Source: an optimization exercise on an open RTL-to-GDS flow (aim: small area, a short achievable clock period and few clock cycles per item). Production flows keep margins and buffers that such runs may drop.
Where RTL was checked, it was by simulation tests only, not by an equivalence proof against the original.
No functional check of the RTL was part of run 1.

==> flow/design.v (outline; a module is shown in full before it is edited, if it fits) <==
// module fp32_fa: 10 lines
// module fp32_ha: 9 lines
// module fp32_round_pack: 52 lines
// module fp32_mul_pipe: 1451 lines
module fp32_mul_pipe #(
  parameter logic [31:0] QNAN = fp32_pkg::QNAN
) (
  input  logic        clk,
  input  logic        rst_n,
  input  logic        in_valid,
  output logic        in_ready,
  input  logic [31:0] A,
  input  logic [31:0] B,
  output logic        out_valid,
  input  logic        out_ready,
  output logic [31:0] result,
  output logic [2:0]  flags
);
  // ...
==> flow/flow/run.sh <==
#!/bin/bash
# The standard layout, with the port buffers that global placement inserts made plain
# buffers (sky130_fd_sc_hd__buf_2) instead of the delay cell that buffer_ports picks.
set -euo pipefail
export BUFFER_PORTS_ARGS="-buffer_cell sky130_fd_sc_hd__buf_2"
bash standard.sh finish > standard_flow.log 2>&1
==> flow/standard.sh <==
#!/bin/bash
# synth_recipe.tcl (not shown) runs the flow's synth.tcl, then flattens the netlist and writes it again
# the make line also repeats each setting of config.mk as NAME=value (left out here)
make -C /OpenROAD-flow-scripts/flow DESIGN_CONFIG=/design/flow/config.mk WORK_HOME=/design/flow/orfs CLKGATE_MAP_FILE= SYNTH_SCRIPT=/design/flow/synth_recipe.tcl "${@:-finish}"
==> flow/config.mk <==
export PLATFORM = sky130hd
export DESIGN_NAME = fp32_mul_pipe
export DESIGN_NICKNAME = fp32_mul_pipe
export VERILOG_FILES = /design/flow/design.v
export SDC_FILE = /design/flow/constraint.sdc
export NUM_CORES = 4
export LEC_CHECK = 0
export ABC_AREA = 1
export CAP_MARGIN = 20
export CORE_MARGIN = 2
export CORE_UTILIZATION = 45
export SETUP_SLACK_MARGIN = 2.5
export SLEW_MARGIN = 20
export SYNTH_HIERARCHICAL = 1
export SYNTH_MINIMUM_KEEP_SIZE = 0
export TNS_END_PERCENT = 5
==> flow/constraint.sdc <==
create_clock -name core_clock -period 8.0 [get_ports {clk}]
set_input_delay 1.6000 -clock core_clock [delete_from_list [all_inputs] [get_ports {clk}]]
set_output_delay 1.6000 -clock core_clock [all_outputs]
set_load 0.01 [all_outputs]
==> run summary, run 1 <==
status=complete, no violations; buffering overhead=3.95%; Compound-Gate Fraction of Synth Area=around an eighth; 1st-pass router iterations=6; setup_tns=0 ns; CP Class=input port to flop; Post-CTS Setup Bufs=4; area share of and/or/nand/nor cells after synthesis=between 10% and 20%; floorplan core area=0.0442 mm^2; post-synthesis mux area share=0%; period utilization=68.0%; final setup fails=0; layout net count=2,838; worst reg2reg setup slack=just under 6 ns; Routed WL=around 68 mm; fin crit period=between 5 and 6 ns; multi-input gate share of the layout cell area=a little under three quarters; biggest regs=rq (93), exp_q (10), cls_q (2); area leader, netlist=fa_1; Largest cell class=multi-input combinational cells; Req. time, crit path=8.14 ns; Die Height=around 220 um; syn_area_per_cell=roughly 8.5 um^2; Worst-Skew Late Latency=0.40 ns; # hold bufs at CTS=0; Final Skew=0.0211 ns; post-route ant nets=0; met3 usage=between 5 and 6%; CP max stage delay=just over 0.6 ns; clk buf depth=2; Slew Viols, Final=0; XOR/XNOR share of the synthesized area=approximately 12%; wire length per cell=22.5 um; distinct cell type count after synthesis=55; GRT met1 Usage=38.8%; met3 WL=between 5 and 6 mm; total grt overflow=0; Hold Path Stages=2
==> module fp32_round_pack, before the edit <==
module fp32_round_pack #(
  parameter int          K    = 21,
  parameter logic [31:0] QNAN = 32'h7FC0_0000
) (
  input  logic [47-K:0]     hia,
  input  logic [47-K:0]     hib,
  input  logic              cin,
  input  logic              tie0,
  input  logic              tie1,
  input  logic              sign,
  input  logic signed [9:0] exp,
  input  logic [1:0]        cls,     
  output logic [31:0]       result,
  output logic [2:0]        flags
);
  logic [47-K:0] y, z;
  logic          n;
  logic [22:0]   frac0, frac1;
  logic [34:0]   res0, res1;
  logic signed [9:0] exp1;
  logic          uf0, uf1, of0, of1;
  function automatic logic [34:0] pack(input logic s, input logic [1:0] c, input logic u,
                                       input logic o, input logic [7:0] e, input logic [22:0] f);
    unique case (c)
      2'd3:    pack = {3'b100, QNAN};
      2'd2:    pack = {3'b000, s, 8'hFF, 23'h0};
      2'd1:    pack = {3'b000, s, 31'h0};
      default: begin
        if (u)      pack = {3'b001, s, 31'h0};
        else if (o) pack = {3'b010, s, 8'hFF, 23'h0};
        else        pack = {3'b000, s, e, f};
      end
    endcase
  endfunction
  always_comb begin
    y = hia + hib + {{(47-K){1'b0}}, cin};
    z = hia + hib + {{(47-K){1'b0}}, cin} + ((48-K)'(1) << (22 - K));
    n = y[47-K];
    frac0 = y[45-K:23-K];
    frac0[0] = frac0[0] & ~tie0;
    frac1 = z[46-K:24-K];
    frac1[0] = frac1[0] & ~tie1;
    exp1 = exp + 10'sd1;
    uf0  = (exp  <= 10'sd0);
    uf1  = (exp1 <= 10'sd0);
    of0  = (exp  >= 10'sd255);
    of1  = (exp1 >= 10'sd255);
    res0 = pack(sign, cls, uf0, of0, exp[7:0], frac0);
    res1 = pack(sign, cls, uf1, of1, exp1[7:0], frac1);
    {flags, result} = n ? res1 : res0;
  end
endmodule
==> run 2: changes to the inputs <==
--- a/flow/design.v
+++ b/flow/design.v
@@ -32,66 +32,80 @@
   input  logic              sign,
   input  logic signed [9:0] exp,
   input  logic [1:0]        cls,     
   output logic [31:0]       result,
   output logic [2:0]        flags
 );
   logic [47-K:0] y, z;
   logic          n;
-  logic [22:0]   frac0, frac1;
-  logic [34:0]   res0, res1;
+  logic [22:0]   frac0, frac1, frac;
   logic signed [9:0] exp1;
-  logic          uf0, uf1, of0, of1;
-  function automatic logic [34:0] pack(input logic s, input logic [1:0] c, input logic u,
-                                       input logic o, input logic [7:0] e, input logic [22:0] f);
-    unique case (c)
-      2'd3:    pack = {3'b100, QNAN};
-      2'd2:    pack = {3'b000, s, 8'hFF, 23'h0};
-      2'd1:    pack = {3'b000, s, 31'h0};
-      default: begin
-        if (u)      pack = {3'b001, s, 31'h0};
-        else if (o) pack = {3'b010, s, 8'hFF, 23'h0};
-        else        pack = {3'b000, s, e, f};
-      end
-    endcase
-  endfunction
+  logic          uf0, uf1, of0, of1, uf, of;
+  logic [7:0]    ebits;
   always_comb begin
     y = hia + hib + {{(47-K){1'b0}}, cin};
     z = hia + hib + {{(47-K){1'b0}}, cin} + ((48-K)'(1) << (22 - K));
     n = y[47-K];
     frac0 = y[45-K:23-K];
     frac0[0] = frac0[0] & ~tie0;
     frac1 = z[46-K:24-K];
     frac1[0] = frac1[0] & ~tie1;
+    frac = n ? frac1 : frac0;
     exp1 = exp + 10'sd1;
     uf0  = (exp  <= 10'sd0);
     uf1  = (exp1 <= 10'sd0);
     of0  = (exp  >= 10'sd255);
     of1  = (exp1 >= 10'sd255);
-    res0 = pack(sign, cls, uf0, of0, exp[7:0], frac0);
-    res1 = pack(sign, cls, uf1, of1, exp1[7:0], frac1);
-    {flags, result} = n ? res1 : res0;
+    uf   = n ? uf1 : uf0;
+    of   = n ? of1 : of0;
+    ebits = n ? exp1[7:0] : exp[7:0];
+    unique case (cls)
+      2'd3: begin
+        result = QNAN;
+        flags  = 3'b100;
+      end
+      2'd2: begin
+        result = {sign, 8'hFF, 23'h0};
+        flags  = 3'b000;
+      end
+      2'd1: begin
+        result = {sign, 31'h0};
+        flags  = 3'b000;
+      end
+      default: begin
+        if (uf) begin
+          result = {sign, 31'h0};
+          flags  = 3'b001;
+        end else if (of) begin
+          result = {sign, 8'hFF, 23'h0};
+          flags  = 3'b010;
+        end else begin
+          result = {sign, ebits, frac};
+          flags  = 3'b000;
+        end
+      end
+    endcase
   end
 endmodule
 module fp32_mul_pipe #(
   parameter logic [31:0] QNAN = fp32_pkg::QNAN
 ) (
   input  logic        clk,
   input  logic        rst_n,
   input  logic        in_valid,
   output logic        in_ready,
   input  logic [31:0] A,
   input  logic [31:0] B,
   output logic        out_valid,
   input  logic        out_ready,
   output logic [31:0] result,
   output logic [2:0]  flags
 );
-  localparam int NR = 93;
+  localparam int NR = 72;
   localparam int HW = 36;
   logic adv;
   logic [NR-1:0] rd, rq;
   logic [HW-1:0] hia, hib;
   logic ck;
   logic sign_d, sign_q, tie0_d, tie0_q, tie1_d, tie1_q, ck_q;
   logic [1:0] cls_d, cls_q;
   logic signed [9:0] exp_d, exp_q;
@@ -1324,125 +1338,125 @@
   fp32_fa u_fa256 (.a(hc135), .b(fs211), .c(fc210), .s(fs256), .co(fc256));
   fp32_fa u_fa257 (.a(fs212), .b(fs139), .c(fc211), .s(fs257), .co(fc257));
   fp32_fa u_fa258 (.a(fc139), .b(fc212), .c(fs213), .s(fs258), .co(fc258));
   fp32_fa u_fa259 (.a(fc141), .b(fs214), .c(fc213), .s(fs259), .co(fc259));
   fp32_fa u_fa260 (.a(fc143), .b(fs215), .c(fc214), .s(fs260), .co(fc260));
   fp32_fa u_fa261 (.a(fc145), .b(fs216), .c(fc215), .s(fs261), .co(fc261));
   fp32_fa u_fa262 (.a(fc147), .b(fs217), .c(fc216), .s(fs262), .co(fc262));
   fp32_fa u_fa263 (.a(fs218), .b(fs151), .c(fc217), .s(fs263), .co(fc263));
+  fp32_fa u_fa264 (.a(fc151), .b(fc218), .c(fs219), .s(fs264), .co(fc264));
+  fp32_fa u_fa265 (.a(fc153), .b(fs220), .c(fc219), .s(fs265), .co(fc265));
+  fp32_fa u_fa266 (.a(fc155), .b(fs221), .c(fc220), .s(fs266), .co(fc266));
+  fp32_fa u_fa267 (.a(fc157), .b(fs222), .c(fc221), .s(fs267), .co(fc267));
+  fp32_fa u_fa268 (.a(fc159), .b(fs223), .c(fc222), .s(fs268), .co(fc268));
+  fp32_fa u_fa269 (.a(fc161), .b(fs224), .c(fc223), .s(fs269), .co(fc269));
+  fp32_fa u_fa270 (.a(fc163), .b(fs225), .c(fc224), .s(fs270), .co(fc270));
+  fp32_fa u_fa271 (.a(fc165), .b(fs226), .c(fc225), .s(fs271), .co(fc271));
+  fp32_fa u_fa272 (.a(fc167), .b(fs227), .c(fc226), .s(fs272), .co(fc272));
+  fp32_fa u_fa273 (.a(fc169), .b(fs228), .c(fc227), .s(fs273), .co(fc273));
+  fp32_fa u_fa274 (.a(fc171), .b(fs229), .c(fc228), .s(fs274), .co(fc274));
+  fp32_fa u_fa275 (.a(fc173), .b(fs230), .c(fc229), .s(fs275), .co(fc275));
+  fp32_fa u_fa276 (.a(fc175), .b(fs231), .c(fc230), .s(fs276), .co(fc276));
+  fp32_fa u_fa277 (.a(fc177), .b(fs232), .c(fc231), .s(fs277), .co(fc277));
+  fp32_fa u_fa278 (.a(fc179), .b(fs233), .c(fc232), .s(fs278), .co(fc278));
+  fp32_fa u_fa279 (.a(fc181), .b(fs234), .c(fc233), .s(fs279), .co(fc279));
+  fp32_fa u_fa280 (.a(fc183), .b(fs235), .c(fc234), .s(fs280), .co(fc280));
+  fp32_fa u_fa281 (.a(fc185), .b(fs236), .c(fc235), .s(fs281), .co(fc281));
+  fp32_fa u_fa282 (.a(fc187), .b(fs237), .c(fc236), .s(fs282), .co(fc282));
+  fp32_fa u_fa283 (.a(fc189), .b(fs238), .c(fc237), .s(fs283), .co(fc283));
+  fp32_fa u_fa284 (.a(fs239), .b(fc191), .c(fc238), .s(fs284), .co(fc284));
   fp32_fa u_fa285 (.a(fc193), .b(fs240), .c(fc239), .s(fs285), .co(fc285));
   fp32_fa u_fa286 (.a(fc195), .b(fs241), .c(fc240), .s(fs286), .co(fc286));
   fp32_fa u_fa287 (.a(fc197), .b(fs242), .c(fc241), .s(fs287), .co(fc287));
   fp32_fa u_fa288 (.a(fc199), .b(fs243), .c(fc242), .s(fs288), .co(fc288));
   fp32_fa u_fa289 (.a(fs244), .b(fc201), .c(fc243), .s(fs289), .co(fc289));
   fp32_fa u_fa290 (.a(hc203), .b(fs245), .c(fc244), .s(fs290), .co(fc290));
   fp32_fa u_fa291 (.a(fc204), .b(fs246), .c(fc245), .s(fs291), .co(fc291));
   fp32_fa u_fa292 (.a(fs247), .b(hc205), .c(fc246), .s(fs292), .co(fc292));
   fp32_fa u_fa293 (.a(A[22]), .b(hs248), .c(fc247), .s(fs293), .co(fc293));
   fp32_ha u_ha294 (.a(1'b1), .b(hc248), .s(hs294), .co(hc294));
   logic [11:0] loa, lob;
   logic [12:0] lo_sum;
   assign loa = {fs258, fs257, fs256, fs255, fs254, fs253, fs252, fs251, hs250, hs249, pp0_1, pp0_0};
   assign lob = {fc257, fc256, fc255, fc254, fc253, fc252, fc251, hc250, hc249, bn1, 1'b0, bn0};
   assign lo_sum = {1'b0, loa} + {1'b0, lob};
   assign ck = lo_sum[12];
-  assign rd[0] = fc151;
-  assign rd[1] = fc218;
-  assign rd[2] = fs219;
-  assign rd[3] = fc153;
-  assign rd[4] = fs220;
-  assign rd[5] = fc219;
-  assign rd[6] = fc155;
-  assign rd[7] = fs221;
-  assign rd[8] = fc220;
-  assign rd[9] = fc157;
-  assign rd[10] = fs222;
-  assign rd[11] = fc221;
-  assign rd[12] = fc159;
-  assign rd[13] = fs223;
-  assign rd[14] = fc222;
-  assign rd[15] = fc161;
-  assign rd[16] = fs224;
-  assign rd[17] = fc223;
-  assign rd[18] = fc163;
-  assign rd[19] = fs225;
-  assign rd[20] = fc224;
-  assign rd[21] = fc165;
-  assign rd[22] = fs226;
-  assign rd[23] = fc225;
-  assign rd[24] = fc167;
-  assign rd[25] = fs227;
-  assign rd[26] = fc226;
-  assign rd[27] = fc169;
-  assign rd[28] = fs228;
-  assign rd[29] = fc227;
-  assign rd[30] = fc171;
-  assign rd[31] = fs229;
-  assign rd[32] = fc228;
-  assign rd[33] = fc173;
-  assign rd[34] = fs230;
-  assign rd[35] = fc229;
-  assign rd[36] = fc175;
-  assign rd[37] = fs231;
-  assign rd[38] = fc230;
-  assign rd[39] = fc177;
-  assign rd[40] = fs232;
-  assign rd[41] = fc231;
-  assign rd[42] = fc179;
-  assign rd[43] = fs233;
-  assign rd[44] = fc232;
-  assign rd[45] = fc181;
-  assign rd[46] = fs234;
-  assign rd[47] = fc233;
-  assign rd[48] = fc183;
-  assign rd[49] = fs235;
-  assign rd[50] = fc234;
-  assign rd[51] = fc185;
-  assign rd[52] = fs236;
-  assign rd[53] = fc235;
-  assign rd[54] = fc187;
-  assign rd[55] = fs237;
-  assign rd[56] = fc236;
-  assign rd[57] = fc189;
-  assign rd[58] = fs238;
-  assign rd[59] = fc237;
-  assign rd[60] = fs239;
-  assign rd[61] = fc191;
-  assign rd[62] = fc238;
-  assign rd[63] = fs259;
-  assign rd[64] = fc258;
-  assign rd[65] = fs260;
-  assign rd[66] = fc259;
-  assign rd[67] = fs261;
-  assign rd[68] = fc260;
-  assign rd[69] = fs262;
-  assign rd[70] = fc261;
-  assign rd[71] = fs263;
-  assign rd[72] = fc262;
-  assign rd[73] = fc263;
-  assign rd[74] = fs285;
-  assign rd[75] = fs286;
-  assign rd[76] = fc285;
-  assign rd[77] = fs287;
-  assign rd[78] = fc286;
-  assign rd[79] = fs288;
-  assign rd[80] = fc287;
-  assign rd[81] = fs289;
-  assign rd[82] = fc288;
-  assign rd[83] = fs290;
-  assign rd[84] = fc289;
-  assign rd[85] = fs291;
-  assign rd[86] = fc290;
-  assign rd[87] = fs292;
-  assign rd[88] = fc291;
-  assign rd[89] = fs293;
-  assign rd[90] = fc292;
-  assign rd[91] = hs294;
-  assign rd[92] = fc293;
+  assign rd[0] = fs259;
+  assign rd[1] = fc258;
+  assign rd[2] = fs260;
+  assign rd[3] = fc259;
+  assign rd[4] = fs261;
+  assign rd[5] = fc260;
+  assign rd[6] = fs262;
+  assign rd[7] = fc261;
+  assign rd[8] = fs263;
+  assign rd[9] = fc262;
+  assign rd[10] = fs264;
+  assign rd[11] = fc263;
+  assign rd[12] = fs265;
+  assign rd[13] = fc264;
+  assign rd[14] = fs266;
+  assign rd[15] = fc265;
+  assign rd[16] = fs267;
+  assign rd[17] = fc266;
+  assign rd[18] = fs268;
+  assign rd[19] = fc267;
+  assign rd[20] = fs269;
+  assign rd[21] = fc268;
+  assign rd[22] = fs270;
+  assign rd[23] = fc269;
+  assign rd[24] = fs271;
+  assign rd[25] = fc270;
+  assign rd[26] = fs272;
+  assign rd[27] = fc271;
+  assign rd[28] = fs273;
+  assign rd[29] = fc272;
+  assign rd[30] = fs274;
+  assign rd[31] = fc273;
+  assign rd[32] = fs275;
+  assign rd[33] = fc274;
+  assign rd[34] = fs276;
+  assign rd[35] = fc275;
+  assign rd[36] = fs277;
+  assign rd[37] = fc276;
+  assign rd[38] = fs278;
+  assign rd[39] = fc277;
+  assign rd[40] = fs279;
+  assign rd[41] = fc278;
+  assign rd[42] = fs280;
+  assign rd[43] = fc279;
+  assign rd[44] = fs281;
+  assign rd[45] = fc280;
+  assign rd[46] = fs282;
+  assign rd[47] = fc281;
+  assign rd[48] = fs283;
+  assign rd[49] = fc282;
+  assign rd[50] = fs284;
+  assign rd[51] = fc283;
+  assign rd[52] = fs285;
+  assign rd[53] = fc284;
+  assign rd[54] = fs286;
+  assign rd[55] = fc285;
+  assign rd[56] = fs287;
+  assign rd[57] = fc286;
+  assign rd[58] = fs288;
+  assign rd[59] = fc287;
+  assign rd[60] = fs289;
+  assign rd[61] = fc288;
+  assign rd[62] = fs290;
+  assign rd[63] = fc289;
+  assign rd[64] = fs291;
+  assign rd[65] = fc290;
+  assign rd[66] = fs292;
+  assign rd[67] = fc291;
+  assign rd[68] = fs293;
+  assign rd[69] = fc292;
+  assign rd[70] = hs294;
+  assign rd[71] = fc293;
   logic a_zero, b_zero, a_inf, b_inf, a_nan, b_nan;
   logic [23:0] lza, lzb, oha, ohb;
   assign a_zero = (A[30:23] == 8'h00);
   assign b_zero = (B[30:23] == 8'h00);
   assign a_inf  = (A[30:23] == 8'hFF) && (A[22:0] == 23'h0);
   assign b_inf  = (B[30:23] == 8'hFF) && (B[22:0] == 23'h0);
   assign a_nan  = (A[30:23] == 8'hFF) && (A[22:0] != 23'h0);
   assign b_nan  = (B[30:23] == 8'hFF) && (B[22:0] != 23'h0);
@@ -1482,39 +1496,18 @@
       ck_q   <= ck;
       sign_q <= sign_d;
       tie0_q <= tie0_d;
       tie1_q <= tie1_d;
       cls_q  <= cls_d;
       exp_q  <= exp_d;
     end
   end
-  fp32_fa u_fa264 (.a(rq[0]), .b(rq[1]), .c(rq[2]), .s(fs264), .co(fc264));
-  fp32_fa u_fa265 (.a(rq[3]), .b(rq[4]), .c(rq[5]), .s(fs265), .co(fc265));
-  fp32_fa u_fa266 (.a(rq[6]), .b(rq[7]), .c(rq[8]), .s(fs266), .co(fc266));
-  fp32_fa u_fa267 (.a(rq[9]), .b(rq[10]), .c(rq[11]), .s(fs267), .co(fc267));
-  fp32_fa u_fa268 (.a(rq[12]), .b(rq[13]), .c(rq[14]), .s(fs268), .co(fc268));
-  fp32_fa u_fa269 (.a(rq[15]), .b(rq[16]), .c(rq[17]), .s(fs269), .co(fc269));
-  fp32_fa u_fa270 (.a(rq[18]), .b(rq[19]), .c(rq[20]), .s(fs270), .co(fc270));
-  fp32_fa u_fa271 (.a(rq[21]), .b(rq[22]), .c(rq[23]), .s(fs271), .co(fc271));
-  fp32_fa u_fa272 (.a(rq[24]), .b(rq[25]), .c(rq[26]), .s(fs272), .co(fc272));
-  fp32_fa u_fa273 (.a(rq[27]), .b(rq[28]), .c(rq[29]), .s(fs273), .co(fc273));
-  fp32_fa u_fa274 (.a(rq[30]), .b(rq[31]), .c(rq[32]), .s(fs274), .co(fc274));
-  fp32_fa u_fa275 (.a(rq[33]), .b(rq[34]), .c(rq[35]), .s(fs275), .co(fc275));
-  fp32_fa u_fa276 (.a(rq[36]), .b(rq[37]), .c(rq[38]), .s(fs276), .co(fc276));
-  fp32_fa u_fa277 (.a(rq[39]), .b(rq[40]), .c(rq[41]), .s(fs277), .co(fc277));
-  fp32_fa u_fa278 (.a(rq[42]), .b(rq[43]), .c(rq[44]), .s(fs278), .co(fc278));
-  fp32_fa u_fa279 (.a(rq[45]), .b(rq[46]), .c(rq[47]), .s(fs279), .co(fc279));
-  fp32_fa u_fa280 (.a(rq[48]), .b(rq[49]), .c(rq[50]), .s(fs280), .co(fc280));
-  fp32_fa u_fa281 (.a(rq[51]), .b(rq[52]), .c(rq[53]), .s(fs281), .co(fc281));
-  fp32_fa u_fa282 (.a(rq[54]), .b(rq[55]), .c(rq[56]), .s(fs282), .co(fc282));
-  fp32_fa u_fa283 (.a(rq[57]), .b(rq[58]), .c(rq[59]), .s(fs283), .co(fc283));
-  fp32_fa u_fa284 (.a(rq[60]), .b(rq[61]), .c(rq[62]), .s(fs284), .co(fc284));
-  assign hia = {rq[91], rq[89], rq[87], rq[85], rq[83], rq[81], rq[79], rq[77], rq[75], rq[74], fs284, fs283, fs282, fs281, fs280, fs279, fs278, fs277, fs276, fs275, fs274, fs273, fs272, fs271, fs270, fs269, fs268, fs267, fs266, fs265, fs264, rq[71], rq[69], rq[67], rq[65], rq[63]};
-  assign hib = {rq[92], rq[90], rq[88], rq[86], rq[84], rq[82], rq[80], rq[78], rq[76], fc284, fc283, fc282, fc281, fc280, fc279, fc278, fc277, fc276, fc275, fc274, fc273, fc272, fc271, fc270, fc269, fc268, fc267, fc266, fc265, fc264, rq[73], rq[72], rq[70], rq[68], rq[66], rq[64]};
+  assign hia = {rq[70], rq[68], rq[66], rq[64], rq[62], rq[60], rq[58], rq[56], rq[54], rq[52], rq[50], rq[48], rq[46], rq[44], rq[42], rq[40], rq[38], rq[36], rq[34], rq[32], rq[30], rq[28], rq[26], rq[24], rq[22], rq[20], rq[18], rq[16], rq[14], rq[12], rq[10], rq[8], rq[6], rq[4], rq[2], rq[0]};
+  assign hib = {rq[71], rq[69], rq[67], rq[65], rq[63], rq[61], rq[59], rq[57], rq[55], rq[53], rq[51], rq[49], rq[47], rq[45], rq[43], rq[41], rq[39], rq[37], rq[35], rq[33], rq[31], rq[29], rq[27], rq[25], rq[23], rq[21], rq[19], rq[17], rq[15], rq[13], rq[11], rq[9], rq[7], rq[5], rq[3], rq[1]};
   fp32_round_pack #(.K(12), .QNAN(QNAN)) u_round_pack (
     .hia    (hia),
     .hib    (hib),
     .cin    (ck_q),
     .tie0   (tie0_q),
     .tie1   (tie1_q),
     .sign   (sign_q),
     .exp    (exp_q),
==> flow/config.mk (replaced) <==
export PLATFORM = sky130hd
export DESIGN_NAME = fp32_mul_pipe
export DESIGN_NICKNAME = fp32_mul_pipe
export VERILOG_FILES = /design/flow/design.v
export SDC_FILE = /design/flow/constraint.sdc
export NUM_CORES = 4
export LEC_CHECK = 0
export ABC_AREA = 1
export CAP_MARGIN = 20
export CORE_MARGIN = 2
export CORE_UTILIZATION = 45
export SETUP_SLACK_MARGIN = 2
export SLEW_MARGIN = 20
export SYNTH_HIERARCHICAL = 1
export SYNTH_MINIMUM_KEEP_SIZE = 0
export TNS_END_PERCENT = 5
==> run 2 against run 1 <==
Net effect:
- clock skew decreased by 0.013 ns
- clock-buffer cell count is the same
- synthesized area decreased by 3.5%
- utilization decreased by 1.6 points
- synthesized cell count shrank 0.76%
- wire length decreased by 7.0%
- hold slack improved by 0.081 ns
- global-route usage fell by 0.46 points
- via count fell by 3.0%
==> run summary, run 2 <==
status=complete, no violations; Req. time, crit path=8.11 ns (-0.03 ns); Clock Sink Count=slightly below 90; Register Area=~0.0027 mm^2; Synth top area share=27.2%; max cap viols=0; syn_area_per_cell=8.26 um^2 (-2.7%); Post-synth ARST share=1.12%; Avg Vias per Cell=~5.8; Final Skew=0.00853 ns (-0.0126 ns); Yosys reg bits=89; initial DRC count=roughly 1,900; Slew Viols, Final=0 (unchanged); floorplan core area=0.0429 mm^2 (-3.0%); CTS Buf Count=9; count leader, synth=nand2_1; DRT met1 WL=around 27 mm; ANT cells=0; Final Non-Filler Cells=between 2,000 and 3,000; 1st-pass router iterations=5 (-1); die width=~210 um; multi-input logic area=0.0153 mm^2; # resized after CTS=2; Cells after Synth=approximately 2,400; main combinational cell family by area after synthesis=adder cells; DP HPWL=48.0 mm; fin crit period=6.12 ns (+0.684 ns); Total GRT Usage=between 20% and 30%; routed wl met2=between 20 and 30 mm; biggest regs=rq (72), exp_q (10), cls_q (2); post-route ant nets=0 (unchanged); XOR/XNOR share of the synthesized area=12.5% (+0.42 points); distinct cell type count after synthesis=53 (-3.6%); H-tree level count=3; Routed WL=62.8 mm (-7.0%); met3 WL=5.73 mm (-2.9%); most frequent cells in the layout=nand2_1, xor2_1, fa_1; CTS tree=built; period utilization=76.5% (+8.5 points); Final Hold Fails=0; global-route wire length before repair=96.5 mm; placed insts=between 2,000 and 3,000; synthesized area=0.0195 mm^2; top post-synthesis cells by count=nand2_1, xor2_1, fa_1; gpl congestion=about 0.93; Hold WS=0.952 ns; clk buf depth=2 (unchanged); P&R area growth vs syn=6.22%; Slew HR=between 20% and 30%; Final Instance Area=around 0.021 mm^2; Fillers=between 4,000 and 5,000; area share of and/or/nand/nor cells after synthesis=20.2% (+0.60 points); Worst-path clk slew=0.07 ns; worst setup margin=around 1.9 ns; Die Height=212 um (-1.7%); Post-CTS Setup Bufs=0 (-4); Startpoint Class=input port; Post-synth EDFFs=88; layout net count=2,798 (-1.4%); starting density of the core=between 40 and 50%; antenna violations before repair=1; Compound-Gate Fraction of Synth Area=12.5% (+0.40 points); adder-cell share of the synthesized area=33.4%; total grt overflow=0 (unchanged); CP Class=input port to flop; commonest non-fill, non-tap cell in the layout=nand2_1; layout cells sized above 1=a little under an eighth; crit path DAT=between 6 and 7 ns; routed vias=approximately 17,000; Hold WC Path Type=flop to flop; Layout Utilization=slightly below 50%; ys flop type=edfxtp_1; Synth area leaders=fa_1, edfxtp_1, xor2_1; YS warnings=8; worst slew pin tran=~1.1 ns; pre-CTS setup slack=approximately 1.3 ns; root buf cell=clkbuf_16; Rows=76; CP Max Fanout=23; post-synthesis mux area share=0% (unchanged); sequential-to-total area share from yosys stat=between 10 and 15%; port buffer count=between 100 and 150; # hold bufs at CTS=0 (unchanged); vias in the first global route=roughly 17,000; placed inst area=a little over 0.02 mm^2; max reg flops=72; max layer used=met5; Crit. End Element=flop; largest net degree at the start of global routing=48; area leader, netlist=fa_1; DRC Markers=0; final setup fails=0 (unchanged); Fmax=163 MHz; Die Area=approximately 0.045 mm^2; Top reg by flops=rq; setup_tns=0 ns (unchanged); Worst-Skew Late Latency=0.37 ns (-0.03 ns); I/O pins=around 110; RSZ-0062 raised after global routing=true; wire length per cell=21.2 um (-5.6%)
-- run 2: final cells by class --
| type | count | share of cell area (%) |
|---|---|---|
| multi-input combinational | 1895 | 74.2 |
| clock buffer | 9 | 1.09 |
| timing repair buffer | 128 | 3.40 |
| sequential | 89 | 12.9 |
| inverter | 246 | 4.47 |
| clock inverter | 7 | 0.400 |
| tap | 585 | 3.54 |
-- run 2: path summary, 6_finish.rpt --
kind,start,slack [ns],to,depth (start not counted)
setup / recovery,B[17],1.88,rq[34],12
max in group asynchronous,rst_n,6.92,out_valid,1
setup reg to reg,out_valid,6.00,exp_q[1],3
min in group asynchronous,rst_n,1.00,out_valid,1
hold reg to reg,out_valid,0.95,out_valid,3
hold / removal,out_valid,0.95,out_valid,3
-- run 2: worst max-delay path, cell delays in order --
cell,delay (ns)
buf_2,0.45
nor2_1,0.10
inv_1,0.20
nand2_1,0.10
nand2_1,0.79
o22ai_1,0.21
xor2_1,0.27
fa_1,0.47
fa_1,0.54
fa_1,0.45
fa_1,0.58
fa_1,0.43
-- run 2: per-layer routing --
| layer | GRT usage [%] | vias to the layer above |
|---|---|---|
| met1 | 38.5 | 8258 |
| met3 | 5.50 | 112 |
| met2 | 44.9 | 883 |
| met5 | 0 | - |
| li1 | - | 7853 |
| met4 | 9.40 | 2 |
-- run 2: modules after synthesis, one instance, submodules excluded, excerpt --
module	flip-flops and latches	times used	cells
fp32_mul_pipe	89	1	1192
fp32_fa	0	263	1
fp32_ha	0	32	1
-- run 2: kinds of logic (layout without fill, tap and decap cells) --
family                   Yosys count  after routing
other                              1             12
adder cells (fa/ha/maj)          361            361
AND/OR/NAND/NOR                  844            844
AO/OA/AOI/OAI                    401            401
XOR/XNOR                         277            277
buffers and inverters            382            390
flip-flops                        89             89
Testbench counts of run 2, summed over its fixed seeds: cycles 8,008, items 8,000.
==> run 3: changes to the inputs <==
--- a/flow/config.mk
+++ b/flow/config.mk
@@ -9,7 +9,7 @@
 export CAP_MARGIN = 20
 export CORE_MARGIN = 2
 export CORE_UTILIZATION = 45
-export SETUP_SLACK_MARGIN = 2
+export SETUP_SLACK_MARGIN = 3
 export SLEW_MARGIN = 20
 export SYNTH_HIERARCHICAL = 1
 export SYNTH_MINIMUM_KEEP_SIZE = 0
==> run 3 against run 2 <==
Net effect:
- cell count grew 3.3%
- clock skew rose by 0.0054 ns
- first-iteration DRC count up 20%
- global-route usage up 3.5 points
- synthesized cell count is the same
- design area rose by 12%
- critical path type unchanged
==> run summary, run 3 <==
Hold WC Path Type=flop to flop; Synth area leaders=fa_1, edfxtp_1, xor2_1; pre-CTS setup slack=1.45 ns (+0.109 ns); area leader, netlist=fa_1; adder-cell share of the synthesized area=33.4% (unchanged); antenna violations before repair=2 (+1); area share of and/or/nand/nor cells after synthesis=20.2% (unchanged); worst slew pin tran=0.860 ns (-0.286 ns); ANT cells=0 (unchanged); most frequent cells in the layout=nand2_1, xor2_1, fa_1; Slew HR=42.7% (+19 points); main combinational cell family by area after synthesis=adder cells; count leader, synth=nand2_1; Clock Sink Count=89 (unchanged); H-tree level count=3 (unchanged); DRC Markers=0 (unchanged); Top reg by flops=rq; port buffer count=104 (unchanged); starting density of the core=45.4% (unchanged); synthesized area=0.0195 mm^2 (unchanged); commonest non-fill, non-tap cell in the layout=nand2_1; Die Area=0.0449 mm^2 (unchanged); total grt overflow=0 (unchanged); Routed WL=72.2 mm (+15%); setup_tns=0 ns (unchanged); Final Skew=0.0139 ns (+0.00538 ns); initial DRC count=2,230 (+20%); Fillers=3,975 (-5.6%); layout cells sized above 1=22.1% (+11 points); Req. time, crit path=8.11 ns (about the same); Total GRT Usage=31.7% (+3.5 points); YS warnings=8 (unchanged); Hold WS=0.752 ns (-0.200 ns); slowest CP cell=fa_1; 1st-pass router iterations=6 (+1); kind of cell adding the most delay to the critical path=adder cells; Fmax=196 MHz (+20%); Final Hold Fails=0 (unchanged); ys flop type=edfxtp_1; Post-synth ARST share=1.12% (unchanged); Final Instance Area=0.0232 mm^2 (+12%); placed inst area=0.0204 mm^2 (+0.34%); Worst-Skew Late Latency=0.38 ns (about the same); Cells after Synth=2,355 (unchanged); die width=212 um (unchanged); clk buf depth=2 (unchanged); CTS tree=built; Yosys reg bits=89 (unchanged); largest net degree at the start of global routing=69 (+44%); gpl congestion=0.915 (-1.1%); max reg flops=72 (unchanged); post-route ant nets=0 (unchanged); crit path DAT=5.21 ns (-1.02 ns); syn_area_per_cell=8.26 um^2 (unchanged); Die Height=212 um (unchanged); wire length per cell=23.6 um (+11%); # hold bufs at CTS=0 (unchanged); top post-synthesis cells by count=nand2_1, xor2_1, fa_1; Post-synth EDFFs=88 (unchanged); distinct cell type count after synthesis=53 (unchanged); sequential-to-total area share from yosys stat=13.7% (unchanged); layout net count=2,897 (+3.5%); fin crit period=5.10 ns (-1.02 ns); Avg Vias per Cell=6.03 (+4.3%); period utilization=63.8% (-13 points); I/O pins=105 (unchanged); Rows=76 (unchanged); global-route wire length before repair=107 mm (+11%); crit path cell chain=buf_6 > buf_12 > clkinvlp_4 > nor2_4 > inv_4 > buf_12 > o22ai_2 > xor2_1 > fa_1 > fa_1 > fa_1 > fa_1 > fa_1; biggest regs=rq (72), exp_q (10), cls_q (2); final setup fails=0 (unchanged); XOR/XNOR share of the synthesized area=12.5% (unchanged); Startpoint Class=input port; CP Class=input port to flop; worst setup margin=2.90 ns (+1.02 ns); Most common cell on crit path=fa_1; CP max stage delay=0.57 ns (-0.22 ns); Synth top area share=27.2% (unchanged); max cap viols=0 (unchanged); P&R area growth vs syn=19.4%; Slew Viols, Final=0 (unchanged); DP HPWL=48.9 mm (+1.8%); vias in the first global route=18,029 (+6.7%); Worst-path clk slew=0.07 ns (about the same); RSZ-0062 raised after global routing=true; root buf cell=clkbuf_16; routed vias=18,439 (+7.8%); Crit. End Element=flop; post-synthesis mux area share=0% (unchanged); Compound-Gate Fraction of Synth Area=12.5% (unchanged); Buf+Inv Stages, Crit Path=5 (+3); status=complete, no violations; CTS Buf Count=9 (unchanged); CP Max Fanout=8 (-65%); floorplan core area=0.0429 mm^2 (unchanged)
-- run 3: routing by layer --
layer / part of all wire (%) / GRT usage [%] / up-vias
li1: - / - / 8082
met1: 39 / 40.9 / 8928
met2: 46 / 50.5 / 1142
met3: 9.0 / 5.27 / 287
met4: 6.6 / 18.0 / 0
met5: 0 / 0 / -
-- run 3: cell families (layout without fill, tap and decap cells) --
group	count (synthesis)	in the layout
DFF	89	89
xor gates and xnor gates	277	277
buffers and inverters	382	477
and+or+nand+nor	844	856
adders and majority gates	361	361
other	1	12
AOI/OAI and AO/OA	401	401
-- run 3: per-module statistics from Yosys, one instance, submodules excluded, excerpt --
module	copies in the design	area, um^2	flip-flops and latches	cells inside
fp32_ha	32	12.5	0	1
fp32_mul_pipe	1	9440	89	1192
fp32_fa	263	20.0	0	1
-- run 3: metrics by stage --
stage               std cells  util (%)
finish                   3058      54.2
detailed placement       2940      47.6
CTS                      3031      52.4
global route             3058      54.2
global placement         2940      47.6
floorplan                2366         -
-- run 3: final timing paths --
path / end / from / cells past startpoint / slack, ns
setup / recovery: rq[14] / B[1] / 13 / 2.90
hold / removal: out_valid / out_valid / 2 / 0.75
setup reg to reg: rq[53] / out_valid / 2 / 6.16
hold reg to reg: out_valid / out_valid / 2 / 0.75
max in group asynchronous: out_valid / rst_n / 1 / 6.92
min in group asynchronous: out_valid / rst_n / 1 / 1.00
-- run 3: layout make-up --
class | count | area (um^2) | area share [%]
clock inverter | 7 | 72.6 | 0.312
inverter | 246 | 1050 | 4.50
timing repair buffer | 206 | 1840 | 7.93
sequential | 89 | 2670 | 11.5
timing repair inverter | 9 | 60.1 | 0.258
clock buffer | 9 | 225 | 0.969
multi-input combinational | 1907 | 16600 | 71.4
tap | 585 | 732 | 3.15
-- run 3: repair_timing --
| action | CTS | global route |
|---|---|---|
| resized for setup | 228 | 117 |
| buffers inserted | 52 | 21 |
| pin swaps | 47 | 63 |
| endpoints found under the setup margin | 100 | 71 |
| cloned | 23 | 6 |
-- run 3: worst reg2reg max path: cells and delay by family (launching register included) --
kind                   cells  cell delay [ns]
buffers and inverters      1             0.71
AND/OR/NAND/NOR            1             0.29
flip-flops                 1             0.41
==> run 4: changes to the inputs <==
--- a/flow/config.mk
+++ b/flow/config.mk
@@ -8,8 +8,9 @@
 export ABC_AREA = 1
 export CAP_MARGIN = 20
 export CORE_MARGIN = 2
-export CORE_UTILIZATION = 45
-export SETUP_SLACK_MARGIN = 3
+export CORE_UTILIZATION = 65
+export PLACE_DENSITY = 0.75
+export SETUP_SLACK_MARGIN = 2.5
 export SLEW_MARGIN = 20
 export SYNTH_HIERARCHICAL = 1
 export SYNTH_MINIMUM_KEEP_SIZE = 0
==> run 4 against run 3 <==
Net effect:
- still clean
- maximum frequency decreased by 6.5%
- register-to-register slack barely moved
- wire length is 15% lower
- synthesized cell count stayed put
- hold slack lost 0.0058 ns
- die area is 30% lower
- non-clock buffer count decreased by 74
- cell count shrank 9.4%
- clock-buffer cell count rose by 1
- synthesized area stayed put
- critical endpoint is now rq[42]
- largest cell class unchanged
==> run summary, run 4 <==
status=complete, no violations; antenna violations before repair=1 (-1); Fillers=2,480 (-38%); # hold bufs at CTS=0 (unchanged); CTS Buf Count=9 (unchanged); Worst-path clk slew=0.07 ns (about the same); most frequent cells in the layout=nand2_1, xor2_1, fa_1; P&R area growth vs syn=6.06%; GRT met1 Usage=50.1% (+9.2 points); crit path cell chain=buf_2 > buf_12 > nor2_2 > inv_1 > nand2_2 > nand2_8 > o21ai_0 > xor2_1 > fa_1 > fa_1 > fa_1 > fa_1 > fa_1; Total GRT Usage=39.5% (+7.8 points); max reg flops=72 (unchanged); slowest CP cell=fa_1; Crit. End Element=flop; final setup fails=0 (unchanged); layout net count=2,805 (-3.2%); clk buf depth=2 (unchanged); initial DRC count=1,952 (-12%); Rows=63 (-17%); count leader, synth=nand2_1; Post-synth ARST share=1.12% (unchanged); kind of cell adding the most delay to the critical path=adder cells; Top reg by flops=rq; Synth area leaders=fa_1, edfxtp_1, xor2_1; Hold WC Path Type=flop to flop; 1st-pass router iterations=7 (+1); commonest non-fill, non-tap cell in the layout=nand2_1; H-tree level count=3 (unchanged); post-route ant nets=0 (unchanged); starting density of the core=65.8% (+20 points); synthesized area=0.0195 mm^2 (unchanged); layout cells sized above 1=12.6% (-9.5 points); Most common cell on crit path=fa_1; DRC Markers=0 (unchanged); Final Skew=0.0140 ns (+0.0000816 ns); Req. time, crit path=8.09 ns (-0.02 ns); ANT cells=0 (unchanged); CP Class=input port to flop; Buf+Inv Stages, Crit Path=3 (-2); port buffer count=104 (unchanged); Fmax=183 MHz (-6.5%); biggest regs=rq (72), exp_q (10), cls_q (2); Cells after Synth=2,355 (unchanged); Routed WL=61.3 mm (-15%); routed vias=17,817 (-3.4%); YS warnings=8 (unchanged); worst slew pin tran=0.859 ns (-0.000745 ns); Slew HR=42.7% (+0.050 points); gr busiest metal=met2; vias in the first global route=17,595 (-2.4%); die width=177 um (-16%); Avg Vias per Cell=6.43 (+6.6%); distinct cell type count after synthesis=53 (unchanged); largest net degree at the start of global routing=72 (+4.3%); Clock Sink Count=89 (unchanged); CP max stage delay=0.63 ns (+0.06 ns); syn_area_per_cell=8.26 um^2 (unchanged); gpl congestion=0.969 (+5.9%); Synth top area share=27.2% (unchanged); Yosys reg bits=89 (unchanged); sequential-to-total area share from yosys stat=13.7% (unchanged); Die Area=0.0313 mm^2 (-30%); Die Height=177 um (-16%); met3 usage=11.5% (+6.2 points); max cap viols=0 (unchanged); floorplan core area=0.0296 mm^2 (-31%); area leader, netlist=fa_1; RSZ-0062 raised after global routing=true; Startpoint Class=input port; fin crit period=5.45 ns (+0.352 ns); root buf cell=clkbuf_16; Slew Viols, Final=0 (unchanged); wire length per cell=22.1 um (-6.2%); ys flop type=edfxtp_1; worst setup margin=2.55 ns (-0.352 ns); CP Max Fanout=30 (+22); Post-synth EDFFs=88 (unchanged); crit path DAT=5.55 ns (+0.34 ns); I/O pins=105 (unchanged); CTS tree=built; global-route wire length before repair=94.7 mm (-11%); top post-synthesis cells by count=nand2_1, xor2_1, fa_1; period utilization=68.2% (+4.4 points); setup_tns=0 ns (unchanged); DP HPWL=46.5 mm (-5.0%); met2 usage=62.4% (+12 points); Worst-Skew Late Latency=0.36 ns (-0.02 ns); Final Hold Fails=0 (unchanged); pre-CTS setup slack=1.39 ns (-0.0535 ns); total grt overflow=0 (unchanged)
## run 4: cell types whose count changed in the layout (fill, tap and decap cells not counted), moves of 16 or more
cell and delta:
buf_4 -56, o22ai_1 +37, o22ai_2 -34, nand2_1 +33
inv_1 +26, nand2_4 -23, clkinvlp_4 -21, buf_12 -17
nand2_8 -17, buf_2 +16
## run 4: logic make-up (layout without fill, tap and decap cells)
logic type	Yosys count	count (layout)	synth area share, %
other	1	12	0.0193
AND/OR/NAND/NOR	844	844	20.2
buffers and inverters	382	397	7.79
AO/OA/AOI/OAI	401	401	12.5
flip-flops	89	89	13.7
XOR/XNOR	277	277	12.5
adder cells (fa/ha/maj)	361	361	33.4
## run 4: what timing repair did
item	4_1_cts	5_1_grt
resized for setup	29	27
setup buffers	0	2
cloned	0	3
endpoints found under the setup margin	57	63
pin swaps	0	0
## run 4: worst paths after layout
kind                                start        end  slack, ns  cells after the start
worst max-delay path                 B[9]     rq[42]       2.55                     13
worst min-delay path            out_valid  out_valid       0.75                      2
worst max register to register  out_valid     rq[65]       6.15                      2
worst min register to register  out_valid  out_valid       0.75                      2
max in group asynchronous           rst_n  out_valid       6.92                      1
min in group asynchronous           rst_n  out_valid       1.00                      1
## run 4: tightest hold or removal path, delay by kind of cell (launching register included)
family	cells	cell delay (ns)
DFF	1	0.39
and+or+nand+nor	2	0.32
## run 4: per-layer routing
layer / share of wire (%) / up-vias / wire length [um]
li1: - / 7891 / -
met2: 45 / 1199 / 27700
met3: 12 / 247 / 7510
met5: 0.021 / - / 13
met1: 37 / 8478 / 23000
met4: 5.0 / 2 / 3080
## run 4: layout make-up
type,count,area (um^2),share of cell area [%]
Timing Repair Buffer,132,774,3.75
Multi-Input combinational cell,1895,15400,74.9
Clock inverter,6,67.6,0.327
Inverter,246,940,4.55
Tap cell,390,488,2.36
Timing Repair inverter,3,20.0,0.0970
Clock buffer,10,229,1.11
Sequential cell,89,2670,12.9
## run 4: stage by stage
| step | instance area, um^2 | hold slack (ns) | instances | util (%) |
|---|---|---|---|---|
| 6_report | 20600 | 0.746 | 2771 | 69.8 |
| 3_5_place_dp | 20100 | 0.734 | 2750 | 68.1 |
| 5_1_grt | 20600 | 0.799 | 2771 | 69.8 |
| 2_1_floorplan | 19500 | 1.30 | 2366 | - |
| 3_3_place_gp | 20100 | 0.694 | 2750 | 68.1 |
| 4_1_cts | 20500 | 0.752 | 2766 | 69.4 |
## run 4: per-module statistics from Yosys, one instance, submodules excluded, excerpt
module | cells inside | area, um^2
fp32_mul_pipe | 1192 | 9440
fp32_ha | 1 | 12.5
fp32_fa | 1 | 20.0
==> run 5: changes to the inputs <==
--- a/flow/config.mk
+++ b/flow/config.mk
@@ -8,9 +8,9 @@
 export ABC_AREA = 1
 export CAP_MARGIN = 20
 export CORE_MARGIN = 2
-export CORE_UTILIZATION = 65
-export PLACE_DENSITY = 0.75
-export SETUP_SLACK_MARGIN = 2.5
+export CORE_UTILIZATION = 55
+export PLACE_DENSITY = 0.7
+export SETUP_SLACK_MARGIN = 2.75
 export SLEW_MARGIN = 20
 export SYNTH_HIERARCHICAL = 1
 export SYNTH_MINIMUM_KEEP_SIZE = 0
==> run 5 against run 4 <==
Net effect:
- still clean on timing, DRC and antenna
- cell count increased by 3.9%
- design area increased by 5.8%
- hold slack got worse by 0.0097 ns
- critical path type unchanged
==> run summary, run 5 <==
port buffer count=104 (unchanged); DRC Markers=0 (unchanged); max reg flops=72 (unchanged); Yosys reg bits=89 (unchanged); placed insts=2,814 (+2.3%); area leader, netlist=fa_1; gpl congestion=0.952 (-1.8%); max cap viols=0 (unchanged); Startpoint Class=input port; crit path cell chain=buf_4 > nand2_2 > nand2_1 > nand2_8 > o22ai_2 > xor2_1 > fa_1 > fa_1 > fa_1 > fa_1 > fa_1; post-route ant nets=0 (unchanged); CP Class=input port to flop; clk buf depth=2 (unchanged); P&R area growth vs syn=12.2%; pre-CTS setup slack=1.38 ns (-0.0133 ns); status=complete, no violations; Hold WC Path Type=flop to flop; setup_tns=0 ns (unchanged); CP max stage delay=0.59 ns (-0.04 ns); synthesized area=0.0195 mm^2 (unchanged); DP HPWL=46.4 mm (-0.21%); sequential-to-total area share from yosys stat=13.7% (unchanged); top post-synthesis cells by count=nand2_1, xor2_1, fa_1; fin crit period=5.26 ns (-0.195 ns); Crit. End Element=flop; total grt overflow=0 (unchanged); routed vias=18,065 (+1.4%); crit path DAT=5.35 ns (-0.20 ns); YS warnings=8 (unchanged); biggest regs=rq (72), exp_q (10), cls_q (2); CTS tree=built; Fillers=3,004 (+21%); Worst-Skew Late Latency=0.36 ns (about the same); most frequent cells in the layout=nand2_1, xor2_1, fa_1; worst slew pin tran=0.929 ns (+0.0695 ns); Top reg by flops=rq; initial DRC count=2,345 (+20%); Final Non-Filler Cells=2,880 (+3.9%); I/O pins=105 (unchanged); root buf cell=clkbuf_16; Cells after Synth=2,355 (unchanged); CTS Buf Count=9 (unchanged); vias in the first global route=18,003 (+2.3%); Routed WL=65.8 mm (+7.2%); Final Instance Area=0.0218 mm^2 (+5.8%); die width=192 um (+8.5%); CP Max Fanout=23 (-23%); slowest CP cell=fa_1; Fmax=190 MHz (+3.7%); Synth area leaders=fa_1, edfxtp_1, xor2_1; Slew HR=38.1% (-4.6 points); period utilization=65.7% (-2.4 points); Synth top area share=27.2% (unchanged); starting density of the core=56.1% (-9.8 points); antenna violations before repair=1 (unchanged); worst setup margin=2.74 ns (+0.195 ns); Die Height=192 um (+8.5%); Worst-path clk slew=0.07 ns (about the same); Clock Sink Count=89 (unchanged); Final Hold Fails=0 (unchanged); Post-synth EDFFs=88 (unchanged); final setup fails=0 (unchanged); commonest non-fill, non-tap cell in the layout=nand2_1; largest net degree at the start of global routing=70 (-2.8%); H-tree level count=3 (unchanged); Total GRT Usage=35.4% (-4.0 points); Post-synth ARST share=1.12% (unchanged); 1st-pass router iterations=8 (+1); RSZ-0062 raised after global routing=true; layout net count=2,849 (+1.6%); ANT cells=0 (unchanged); distinct cell type count after synthesis=53 (unchanged); placed inst area=0.0202 mm^2 (+0.41%); # hold bufs at CTS=0 (unchanged); Rows=68 (+7.9%); layout cells sized above 1=16.9% (+4.3 points); floorplan core area=0.0347 mm^2 (+17%); global-route wire length before repair=99.1 mm (+4.7%); Final Skew=0.0127 ns (-0.00132 ns); Die Area=0.0369 mm^2 (+18%); Slew Viols, Final=0 (unchanged); wire length per cell=22.8 um (+3.2%); ys flop type=edfxtp_1; syn_area_per_cell=8.26 um^2 (unchanged); Req. time, crit path=8.09 ns (about the same); Avg Vias per Cell=6.27 (-2.4%); Most common cell on crit path=fa_1; count leader, synth=nand2_1
## run 5: changes by cell type in the layout (fill, tap and decap cells not counted), sizes merged
cell / before / now
buf: 132 / 159
clkinvlp: 7 / 20
clkbuf: 10 / 15
nand2: 447 / 452
clkinv: 11 / 7
inv: 236 / 233
bufbuf: 0 / 2
bufinv: 1 / 0
## run 5: path summary, 6_finish.rpt
kind                       slack, ns         to       from  depth (start not counted)
max                             2.74     rq[24]      B[11]                         11
min                             0.74  out_valid  out_valid                          2
max reg2reg                     6.12     rq[68]  out_valid                          2
min reg2reg                     0.74  out_valid  out_valid                          2
max in group asynchronous       6.91  out_valid      rst_n                          1
min in group asynchronous       1.01  out_valid      rst_n                          1
## run 5: worst max-delay path, delay by kind of cell
family	cells	cell delay [ns]
simple gates	3	0.52
xor+xnor	1	0.24
fa+ha+maj	5	2.55
buf+inv	1	0.24
compound gates	1	0.16
## run 5: routing by layer
layer  vias to the layer above  global-route usage, %  part of all wire (%)
li1                       7977                      -                     -
met4                         0                   17.4                   5.4
met5                         -                      0                     0
met3                       274                   9.14                    12
met2                      1252                   56.1                    44
met1                      8562                   45.2                    38
## run 5: kinds of logic after synthesis
group	count (synthesis)	share of synthesized area, %
and+or+nand+nor	844	20.2
AOI/OAI and AO/OA	401	12.5
buffers and inverters	382	7.79
adders and majority gates	361	33.4
xor gates and xnor gates	277	12.5
DFF	89	13.7
other	1	0.0193
## run 5: area by class of cell
class                   count  area, um^2  share of cell area [%]
inverters                 246         975                    4.46
multi-input cells        1900       15900                    73.0
repair buffers            167        1350                    6.17
clock inverters             7        72.6                   0.332
well taps                 455         569                    2.61
clock buffers               9         225                    1.03
repair inverters            7        42.5                   0.195
flip-flops and latches     89        2670                    12.2
## run 5: Yosys stat by module, one instance, submodules excluded, excerpt
module,times used,flops+latches,cells inside
fp32_mul_pipe,1,89,1192
fp32_fa,263,0,1
fp32_ha,32,0,1
## run 5: per-stage QoR
step / hold slack (ns) / util, %
floorplan: 1.30 / -
global placement: 0.709 / 58.2
detailed placement: 0.724 / 58.2
CTS: 0.741 / 60.8
global route: 0.788 / 62.9
finish: 0.736 / 62.9
## run 5: timing repair
item,4_1_cts,5_1_grt
pin swaps,14,31
buffers inserted,12,21
endpoints found under the hold margin,0,0
endpoints found under the setup margin,92,72
gates cloned,11,6
resized for setup,95,97
==> run 6: changes to the inputs <==
--- a/flow/config.mk
+++ b/flow/config.mk
@@ -9,8 +9,9 @@
 export CAP_MARGIN = 20
 export CORE_MARGIN = 2
 export CORE_UTILIZATION = 55
+export GPL_ROUTABILITY_DRIVEN = 0
 export PLACE_DENSITY = 0.7
-export SETUP_SLACK_MARGIN = 2.75
+export SETUP_SLACK_MARGIN = 2.5
 export SLEW_MARGIN = 20
 export SYNTH_HIERARCHICAL = 1
 export SYNTH_MINIMUM_KEEP_SIZE = 0
==> run 6 against run 5 <==
Net effect:
- hold slack got worse by 0.048 ns
- cell count decreased by 1.6%
- register-to-register slack improved by 0.04 ns
- sequential cell count unchanged
==> run summary, run 6 <==
CTS Buf Count=9 (unchanged); Avg Vias per Cell=6.21 (-0.93%); Hold Path Sink=out_valid; worst reg2reg setup slack=6.16 ns (+0.04 ns); I/O pins=105 (unchanged); Req. time, crit path=8.09 ns (about the same); layout net count=2,803 (-1.6%); Clock Sink Count=89 (unchanged); antenna violations before repair=1 (unchanged); H-tree level count=3 (unchanged); wire length per cell=21.4 um (-6.1%); main combinational cell family by area after synthesis=adder cells; most frequent cells in the layout=nand2_1, xor2_1, fa_1; ANT cells=0 (unchanged); period utilization=69.7% (+4.0 points); CTS tree=built; initial DRC count=1,816 (-23%); Rows=68 (unchanged); Reg2Reg Depth=2 (unchanged); commonest non-fill, non-tap cell in the layout=nand2_1; 1st-pass router iterations=7 (-1); biggest regs=rq (72), exp_q (10), cls_q (2); YS warnings=8 (unchanged); Worst-path clk slew=0.07 ns (about the same); post-route ant nets=0 (unchanged); Cells after Synth=2,355 (unchanged); Compound-Gate Fraction of Synth Area=12.5% (unchanged); Routed WL=60.8 mm (-7.6%); die width=192 um (unchanged); Slew Viols, Final=0 (unchanged); ys flop type=edfxtp_1; syn_area_per_cell=8.26 um^2 (unchanged); Fmax=179 MHz (-5.7%); top post-synthesis cells by count=nand2_1, xor2_1, fa_1; P&R area growth vs syn=6.82%; max reg flops=72 (unchanged); Hold WS=0.688 ns (-0.0476 ns); total grt overflow=0 (unchanged); CP Class=input port to flop; worst setup margin=2.42 ns (-0.320 ns); crit path DAT=5.67 ns (+0.32 ns); Yosys reg bits=89 (unchanged); Slew HR=37.4% (-0.71 points); synthesized area=0.0195 mm^2 (unchanged); adder-cell share of the synthesized area=33.4% (unchanged); DP HPWL=45.6 mm (-1.6%); Worst-Skew Late Latency=0.36 ns (about the same); Synth top area share=27.2% (unchanged); Worst Hold Launch=out_valid; Final Skew=0.0107 ns (-0.00201 ns); worst r2r src=out_valid; RSZ-0062 raised after global routing=true; layout cells sized above 1=12.6% (-4.3 points); DRC Markers=0 (unchanged); Total GRT Usage=33.5% (-1.9 points); vias in the first global route=17,726 (-1.5%); clk buf depth=2 (unchanged); largest net degree at the start of global routing=75 (+7.1%); Post-synth ARST share=1.12% (unchanged); Synth area leaders=fa_1, edfxtp_1, xor2_1; worst slew pin tran=0.940 ns (+0.0107 ns); fin crit period=5.58 ns (+0.320 ns); sequential-to-total area share from yosys stat=13.7% (unchanged); CP Max Fanout=12 (-48%); status=complete, no violations; R2R Path End=exp_q[2]; Crit. End Element=flop; Post-synth EDFFs=88 (unchanged); area share of and/or/nand/nor cells after synthesis=20.2% (unchanged); setup_tns=0 ns (unchanged); Die Area=0.0369 mm^2 (unchanged); starting density of the core=56.1% (unchanged); Hold Path Stages=2 (unchanged); Die Height=192 um (unchanged); floorplan core area=0.0347 mm^2 (unchanged); distinct cell type count after synthesis=53 (unchanged); XOR/XNOR share of the synthesized area=12.5% (unchanged); count leader, synth=nand2_1; pre-CTS setup slack=1.31 ns (-0.0662 ns); port buffer count=104 (unchanged); post-synthesis mux area share=0% (unchanged); Startpoint Class=input port; final setup fails=0 (unchanged); Final Hold Fails=0 (unchanged); area leader, netlist=fa_1; global-route wire length before repair=95.0 mm (-4.2%); Hold WC Path Type=flop to flop; Top reg by flops=rq; routed vias=17,611 (-2.5%); max cap viols=0 (unchanged); root buf cell=clkbuf_16
==> run 6: cell counts after synthesis <==
Identical to the previous run, type by type.
==> run 6: final cells by class <==
class / count / area [um^2]
Clock buffer: 9 / 225
Clock inverter: 7 / 73.8
Fill cell: 3117 / 13900
Inverter: 246 / 941
Multi-Input combinational cell: 1895 / 15500
Sequential cell: 89 / 2670
Tap cell: 455 / 569
Timing Repair Buffer: 130 / 783
Timing Repair inverter: 3 / 17.5
==> run 6: per-stage QoR <==
stage / utilization (%) / instance area (um^2) / cells
floorplan: - / 19500 / 2366
global placement: 58.1 / 20200 / 2811
detailed placement: 58.1 / 20200 / 2811
CTS: 59.4 / 20600 / 2832
global route: 59.9 / 20800 / 2834
finish: 59.9 / 20800 / 2834
==> run 6: critical path, cell delays in order <==
cell        delay [ns]
buf_2             0.33
clkinvlp_2        0.70
o22ai_1           0.35
xor2_1            0.22
fa_1              0.47
fa_1              0.56
fa_1              0.44
fa_1              0.57
fa_1              0.41
==> run 6: how the worst max path moves through the flow <==
stage,slack [ns],endpoint,depth (start not counted),startpoint
floorplan,2.60,rq[34],12,B[11]
global placement,1.42,rq[28],12,B[19]
detailed placement,1.31,rq[26],11,B[19]
CTS,2.47,rq[24],12,B[11]
global route,2.38,rq[34],10,A[19]
finish,2.42,rq[22],9,A[16]
==> run 6: kinds of logic after synthesis <==
kind of cell	Yosys count
AOI/OAI and AO/OA	401
xor gates and xnor gates	277
buffers and inverters	382
DFF	89
adders and majority gates	361
and+or+nand+nor	844
other	1
==> run 6: per-module statistics from Yosys, one instance, submodules excluded, excerpt <==
module	cell area, um^2	flip-flops and latches
fp32_fa	20.0	0
fp32_ha	12.5	0
fp32_mul_pipe	9440	89
==> run 6: what timing repair did <==
item,in CTS,in global routing
resized for setup,35,35
hold buffers,0,0
setup buffers,3,1
endpoints found under the setup margin,43,65
pin swaps,1,1
gates cloned,2,1
==> run 6: routing by layer <==
| layer | wire length [um] | part of all wire [%] | track usage, % |
|---|---|---|---|
| met1 | 24200 | 40 | 43.9 |
| met2 | 27200 | 45 | 52.9 |
| met3 | 6750 | 11 | 8.37 |
| met4 | 2620 | 4.3 | 14.6 |
| met5 | 0 | 0 | 0 |
==> run 7: changes to the inputs <==
==> flow/config.mk (replaced) <==
export PLATFORM = sky130hd
export DESIGN_NAME = fp32_mul_pipe
export DESIGN_NICKNAME = fp32_mul_pipe
export VERILOG_FILES = /design/flow/design.v
export SDC_FILE = /design/flow/constraint.sdc
export NUM_CORES = 4
export LEC_CHECK = 0
export ABC_AREA = 1
export CAP_MARGIN = 5
export CORE_MARGIN = 2
export CORE_UTILIZATION = 45
export SETUP_SLACK_MARGIN = 2.5
export SLEW_MARGIN = 5
export SYNTH_HIERARCHICAL = 1
export SYNTH_MINIMUM_KEEP_SIZE = 0
export TNS_END_PERCENT = 5
==> run 7 against run 6 <==
Net effect:
- clock-buffer cell count unchanged
- design area up 0.92%
- first-iteration DRC count down 0.72%
- global-route usage down 5.3 points
- largest cell class unchanged
- sequential share of layout area down 0.12 points
- sequential cell count unchanged
- hold slack better by 0.26 ns
- via count down 1.6%
- highest routed layer is now met5
==> run summary, run 7 <==
Fmax=184 MHz (+2.8%); DRC Markers=0 (unchanged); max cap viols=0 (unchanged); CP max stage delay=0.57 ns (-0.13 ns); P&R area growth vs syn=7.81%; layout cells sized above 1=12.8% (+0.28 points); Register Area=0.00267 mm^2 (unchanged); Final Skew=0.0101 ns (-0.000545 ns); sequential-to-total area share from yosys stat=13.7% (unchanged); die width=212 um (+10%); final setup fails=0 (unchanged); Avg Vias per Cell=5.84 (-6.0%); Final Non-Filler Cells=2,967 (+4.7%); worst reg2reg setup slack=6.00 ns (-0.16 ns); largest net degree at the start of global routing=48 (-36%); total grt overflow=0 (unchanged); Yosys reg bits=89 (unchanged); post-route ant nets=0 (unchanged); vias in the first global route=16,923 (-4.5%); Cells after Synth=2,355 (unchanged); routed vias=17,326 (-1.6%); Crit. End Element=flop; floorplan core area=0.0429 mm^2 (+24%); Rows=76 (+12%); Post-synth ARST share=1.12% (unchanged); most frequent cells in the layout=nand2_1, xor2_1, fa_1; top post-synthesis cells by count=nand2_1, xor2_1, fa_1; root buf cell=clkbuf_16; Setup crit end=rq[26]; Total GRT Usage=28.3% (-5.3 points); wire length per cell=21.5 um (+0.25%); multi-input logic area=0.0155 mm^2 (-0.21%); Synth area leaders=fa_1, edfxtp_1, xor2_1; worst r2r src=out_valid; DP HPWL=48.0 mm (+5.3%); CP Max Fanout=28 (+16); setup_tns=0 ns (unchanged); Crit. Startpoint=B[11]; biggest regs=rq (72), exp_q (10), cls_q (2); count leader, synth=nand2_1; Synth top area share=27.2% (unchanged); status=complete, no violations; CTS tree=built; # hold bufs at CTS=0 (unchanged); crit path DAT=5.53 ns (-0.14 ns); Startpoint Class=input port; R2R Path End=exp_q[1]
-- run 7: cell counts after synthesis --
Identical to the previous run, type by type.
-- run 7: worst max-delay path: cells and delay by family --
kind | cells | cell delay (ns)
AO/OA/AOI/OAI | 1 | 0.20
adder cells (fa/ha/maj) | 5 | 2.46
XOR/XNOR | 1 | 0.25
buffers and inverters | 2 | 0.42
AND/OR/NAND/NOR | 3 | 0.57
-- run 7: worst min-delay path by stage --
stage | endpoint | slack (ns) | depth (start not counted)
6_report | out_valid | 0.95 | 3
5_1_grt | out_valid | 0.99 | 1
4_1_cts | out_valid | 0.99 | 1
3_5_place_dp | out_valid | 0.99 | 3
3_3_place_gp | out_valid | 0.97 | 3
2_1_floorplan | out_valid | 1.30 | 0
-- run 7: cell type report --
cell class	count	area share, %
Timing Repair inverter	4	0.107
Multi-Input combinational cell	1895	73.8
Clock inverter	7	0.394
Tap cell	585	3.49
Timing Repair Buffer	132	3.91
Clock buffer	9	1.07
Sequential cell	89	12.7
Inverter	246	4.54
-- run 7: cells by family (layout without fill, tap and decap cells) --
| family | after synthesis | after routing | synth area share, % |
|---|---|---|---|
| adders and majority gates | 361 | 361 | 33.4 |
| other | 1 | 12 | 0.0193 |
| and+or+nand+nor | 844 | 844 | 20.2 |
| AOI/OAI and AO/OA | 401 | 401 | 12.5 |
| DFF | 89 | 89 | 13.7 |
| buffers and inverters | 382 | 398 | 7.79 |
| xor gates and xnor gates | 277 | 277 | 12.5 |
-- run 7: routing by layer --
layer	vias to the layer above	wire length, um	track usage, %
met5	-	13	0
met3	129	5880	5.92
met4	2	2170	10.0
li1	7875	-	-
met1	8436	26600	38.3
met2	884	29100	44.9
-- run 7: stage by stage --
step           hold WS, ns  worst slack (ns)  area (um^2)  util [%]
3_5_place_dp         0.986              1.34        20300      47.4
5_1_grt              0.991              2.46        21000      48.9
4_1_cts              0.987              2.45        20700      48.4
2_1_floorplan         1.30              2.60        19500         -
3_3_place_gp         0.968              1.41        20300      47.4
6_report             0.952              2.58        21000      48.9
-- run 7: what timing repair did --
item,in CTS,in global routing
setup endpoints to repair,47,62
pin swaps,0,1
setup buffers,1,2
endpoints found under the hold margin,0,0
cloned,0,5
gates resized for setup,30,41
-- run 7: Yosys stat by module, one instance, submodules excluded, excerpt --
module / cell area [um^2] / copies in the design / flops+latches
fp32_fa: 20.0 / 263 / 0
fp32_ha: 12.5 / 32 / 0
fp32_mul_pipe: 9440 / 1 / 89

separate check: timing with driven ports:
No port has a modelled driver above. Below, the same layouts with a new extraction and two added sets of constraints.
Step 1 (the two cells are an assumption about what drives the block):
set clk [get_ports {clk}]
set_driving_cell -lib_cell sky130_fd_sc_hd__clkbuf_16 $clk
set_driving_cell -lib_cell sky130_fd_sc_hd__buf_2 [delete_from_list [all_inputs] $clk]
Step 2, shift: input delay + t, output delay - t, t = (earliest + latest rising clock arrival at the registers) / 2. This alone moves slack from input paths to output paths.
Slacks: no drivers / after step 1 / after step 2; pairs: no drivers / after step 1.
run	shift t [ns]	setup slack, ns	pins driven straight from the clock port
run 1	0.440	2.560 / 2.594 / 2.155	1
run 2	0.410	1.876 / 1.906 / 1.496	1
run 3	0.417	2.899 / 2.875 / 2.457	1
run 4	0.402	2.547 / 2.578 / 2.176	1
run 5	0.404	2.742 / 2.654 / 2.250	1
run 6	0.405	2.422 / 2.451 / 2.045	1
run 7	0.409	2.575 / 2.603 / 2.194	1
After both steps setup and hold are still met in every run listed. The setup slack of run 5, which loses most, moves by -0.088 ns with the drivers and by -0.492 ns with both steps.
